Background: an optimization exercise with open tools, aiming at small area, a short achievable clock period and few clock cycles per item. Do not read the settings as production practice.
At most, simulation tests tie the RTL to the original design; equivalence was not proved.

## garnet
==> flow/design.v (excerpt) <==
module fp_mul_arbiter #(
   parameter int unsigned CALC_CYCLES = 1
) (
   input  logic        clk,
   input  logic        rst,
   input  logic        req0_valid,
   input  logic        req1_valid,
   output logic        req0_ready,
   output logic        req1_ready,
   input  logic [31:0] req0_a,
   input  logic [31:0] req0_b,
   input  logic [31:0] req1_a,
   input  logic [31:0] req1_b,
   output logic        rsp_valid,
   input  logic        rsp_ready,
   output logic        rsp_id,
   output logic [31:0] rsp_data,
   output logic        busy
);
For scale: ~2400 cells after synthesis, about 170 I/O pins, about 25000 sq um of cells after synthesis.
export LEC_CHECK = 0
export CAP_MARGIN = 20
export CORE_MARGIN = 2
export CORE_UTILIZATION = 40
export SETUP_SLACK_MARGIN = 5
export SLEW_MARGIN = 20
export SYNTH_HIERARCHICAL = 1
create_clock -name core_clock -period 11.0 [get_ports {clk}]
standard.sh (not shown) runs the stock make flow with config.mk's settings and CLKGATE_MAP_FILE= SYNTH_SCRIPT=/design/flow/synth_recipe.tcl, a recipe that flattens the netlist after the stock synthesis.
==> flow/flow/run.sh <==
#!/bin/bash
set -euo pipefail
bash standard.sh "BUFFER_PORTS_ARGS=-buffer_cell sky130_fd_sc_hd__buf_1" SETUP_SLACK_MARGIN=6.0 finish > make.log 2>&1
garnet went all the way through the flow, and no timing, DRC or antenna check failed.
Modified inputs, pepper compared to garnet
==> flow/flow/run.sh <==
#!/bin/bash
set -euo pipefail
bash standard.sh "BUFFER_PORTS_ARGS=-buffer_cell sky130_fd_sc_hd__buf_1" finish > make.log 2>&1
[summary]
pepper finished every stage and its layout cleared the timing, design-rule and antenna checks. Compared with garnet, pepper shows a worst setup slack after layout that is 0.60 ns lower. Arrival time of data at the critical path endpoint | pepper above garnet. Comparing pepper with garnet, the worst-case clock buffer depth came out essentially unchanged. For layout net count, dividing the value from garnet by the value from pepper gives 1.06. [compare] base=garnet new=pepper: number of antenna cells inserted saw a decrease; ratio of final minimum period to clock period now sits higher; register-to-register slack moved down. Going from garnet to pepper, aggregate routed wire length decreased 10000 um; sequential share of cell area rose by 2.4 points.
Function was not checked in any run of this note: the RTL went through the layout flow alone.

* * *

north:
fp_mul_arbiter, a different RTL version from the one above (not shown whole).
For scale: about 170 flip-flops.
==> flow/config.mk <==
export PLATFORM = sky130hd
export DESIGN_NAME = fp_mul_arbiter
export DESIGN_NICKNAME = fp_mul_arbiter
export VERILOG_FILES = /design/flow/design.v
export SDC_FILE = /design/flow/constraint.sdc
export NUM_CORES = 4
export LEC_CHECK = 0
export CAP_MARGIN = 20
export CORE_MARGIN = 2
export CORE_UTILIZATION = 55
export CTS_CLUSTER_DIAMETER = 100
export CTS_CLUSTER_SIZE = 40
export SETUP_SLACK_MARGIN = 5
export SLEW_MARGIN = 20
export SYNTH_HIERARCHICAL = 1
==> flow/constraint.sdc <==
create_clock -name core_clock -period 11.0 [get_ports {clk}]
set_input_delay 2.2000 -clock core_clock [delete_from_list [all_inputs] [get_ports {clk}]]
set_output_delay 2.2000 -clock core_clock [all_outputs]
set_load 0.01 [all_outputs]
==> flow/flow/run.sh <==
#!/bin/bash
set -euo pipefail
bash standard.sh "BUFFER_PORTS_ARGS=-buffer_cell sky130_fd_sc_hd__buf_1" SETUP_SLACK_MARGIN=5.7 finish > make.log 2>&1
Testbench counts of north, summed over its fixed seeds: cycles 3,224, items 3,200.
Relative to north, the following input files were edited for south:
- CTS_CLUSTER_SIZE: 40 -> unset
- CTS_CLUSTER_DIAMETER: 100 -> unset
==> flow/flow/run.sh <==
#!/bin/bash
set -euo pipefail
bash standard.sh "BUFFER_PORTS_ARGS=-buffer_cell sky130_fd_sc_hd__buf_1" SETUP_SLACK_MARGIN=5.5 finish > make.log 2>&1
--- outcome ---
Having completed the whole flow, south delivered a layout that passed the timing, design-rule and antenna checks. Comparing north and south, part of the cycle the worst path needs is lower on north. As far as maximum net fanout on the critical path goes, north and south are indistinguishable; the numbers are identical.
### south -> east
- PLACE_DENSITY now 0.75, previously not set
==> flow/flow/run.sh <==
#!/bin/bash
set -euo pipefail
bash standard.sh "BUFFER_PORTS_ARGS=-buffer_cell sky130_fd_sc_hd__buf_1" SETUP_SLACK_MARGIN=5.7 finish > make.log 2>&1
## What came out
Relative to south, global-route wire length before repair decreased by 0.77% in east.
Of east and south, south shows the higher final worst-path cycle share, with east below it.
Compare east and south | global-route usage lower: east
Taking south as the reference, in east non-clock buffer instance count of the final layout dropped 6; number of non-clock inverters in the layout went up; final worst hold slack ~0 delta.
Setup changes, east to west
- removing PLACE_DENSITY (formerly 0.75)
- changing CORE_UTILIZATION from 55 to 60
### Flow results
Going from east to west, final clock period utilization by the worst path rose 0.48 points, transition time of the tightest slew-check pin fell 0.0038 ns, filler-free cell count of the finished design fell 35.

* * *

== sierra ==
fp_mul_arbiter, a different RTL version from the one above (not shown whole).
Size in the first run: roughly 170 flip-flops, roughly 170 I/O pins.
export LEC_CHECK = 0
export CAP_MARGIN = 20
export CORE_MARGIN = 2
export CORE_UTILIZATION = 55
export SETUP_SLACK_MARGIN = 5
export SLEW_MARGIN = 20
export SYNTH_HIERARCHICAL = 1
create_clock -name core_clock -period 11.0 [get_ports {clk}]
==> flow/flow/run.sh <==
#!/bin/bash
set -euo pipefail
bash standard.sh "BUFFER_PORTS_ARGS=-buffer_cell sky130_fd_sc_hd__buf_1" SETUP_SLACK_MARGIN=5.7 finish > make.log 2>&1
Testbench counts of sierra, summed over its fixed seeds: cycles 3,224, items 3,200.
Here is what was changed in the inputs of violet compared with sierra.
Settings: CORE_UTILIZATION changed from 55 to 40.
==> flow/flow/run.sh <==
#!/bin/bash
set -euo pipefail
bash standard.sh "BUFFER_PORTS_ARGS=-buffer_cell sky130_fd_sc_hd__buf_1" finish > make.log 2>&1
Findings:
For routed length on met3, dividing the value from violet by the value from sierra gives 0.876. Compared to sierra, the router laid down less metal wire for violet. In violet relative to sierra, post-layout net count had gone down slightly.
--- input diff violet..xenon ---
Settings: CORE_UTILIZATION now 65, was 40.
==> flow/flow/run.sh <==
#!/bin/bash
set -euo pipefail
bash standard.sh "BUFFER_PORTS_ARGS=-buffer_cell sky130_fd_sc_hd__buf_1" SETUP_SLACK_MARGIN=5.5 finish > make.log 2>&1
Notes after the runs:
- Fraction of met1 tracks used by global routing: xenon > violet
- Delta (xenon minus violet): cell count after placement went down 331; final routed wirelength across all metal layers went down 1.2 mm.
Relative to xenon, the following input files were edited for amber:
Settings: swapping 65 for 55 in CORE_UTILIZATION.
Notes after the runs:
A critical setup path kind of in2out is what xenon shows, while reg2reg belongs to amber.
Diff xenon..amber | share of the final layout cell area in sequential cells | negligible
For amber, the start point of the critical path was b_q[13], unlike xenon, where it was rsp_ready.
In the reports for amber and xenon, the larger critical path depth belongs to amber.
Between amber and xenon, the area inside the core boundary is higher for amber.

==> port drivers added, routing unchanged <==
The flow's constraints put no driver on any port. The routed layouts listed below were extracted and timed again, unchanged, in two steps.
Step 1: set_driving_cell puts a clkbuf_16 on clk and a buf_2 on each other input, an assumption about the parent block.
Step 2 moves the port delays by t, midway between the first and last clock arrival at a register: inputs arrive t later, outputs are due t later. That takes back most of the time a late clock gives input paths.
Three values: ideal, step 1, step 2; two values: the first two.
run	t (ns)	slack for setup (ns)	worst hold slack (ns)	worst setup path at the end	worst slew at a driven data input, ns
garnet	0.533	5.929 / 5.929 / 5.929	0.427 / 0.427 / 0.427	register to register	0.06
pepper	0.505	5.332 / 5.332 / 5.332	0.423 / 0.423 / 0.423	register to register	0.05
north	0.552	5.855 / 5.855 / 5.630	0.415 / 0.415 / 0.415	input to register	0.04
south	0.551	5.759 / 5.746 / 5.470	0.415 / 0.415 / 0.415	input to register	0.04
east	0.514	5.824 / 5.824 / 5.481	0.418 / 0.418 / 0.418	input to register	0.04
west	0.520	5.771 / 5.744 / 5.585	0.420 / 0.420 / 0.420	input to register	0.06
sierra	0.551	5.803 / 5.779 / 5.779	0.431 / 0.431 / 0.431	input to output	0.05
violet	0.493	5.336 / 5.316 / 5.316	0.418 / 0.418 / 0.418	input to output	0.07
xenon	0.508	5.618 / 5.597 / 5.597	0.424 / 0.424 / 0.424	input to output	0.04
amber	0.547	5.745 / 5.735 / 5.735	0.429 / 0.429 / 0.429	input to output	0.05
After both steps every run listed still meets setup and hold. For east, which loses most, drivers alone change the setup slack by 0.000 ns; drivers and shift together by -0.343 ns.
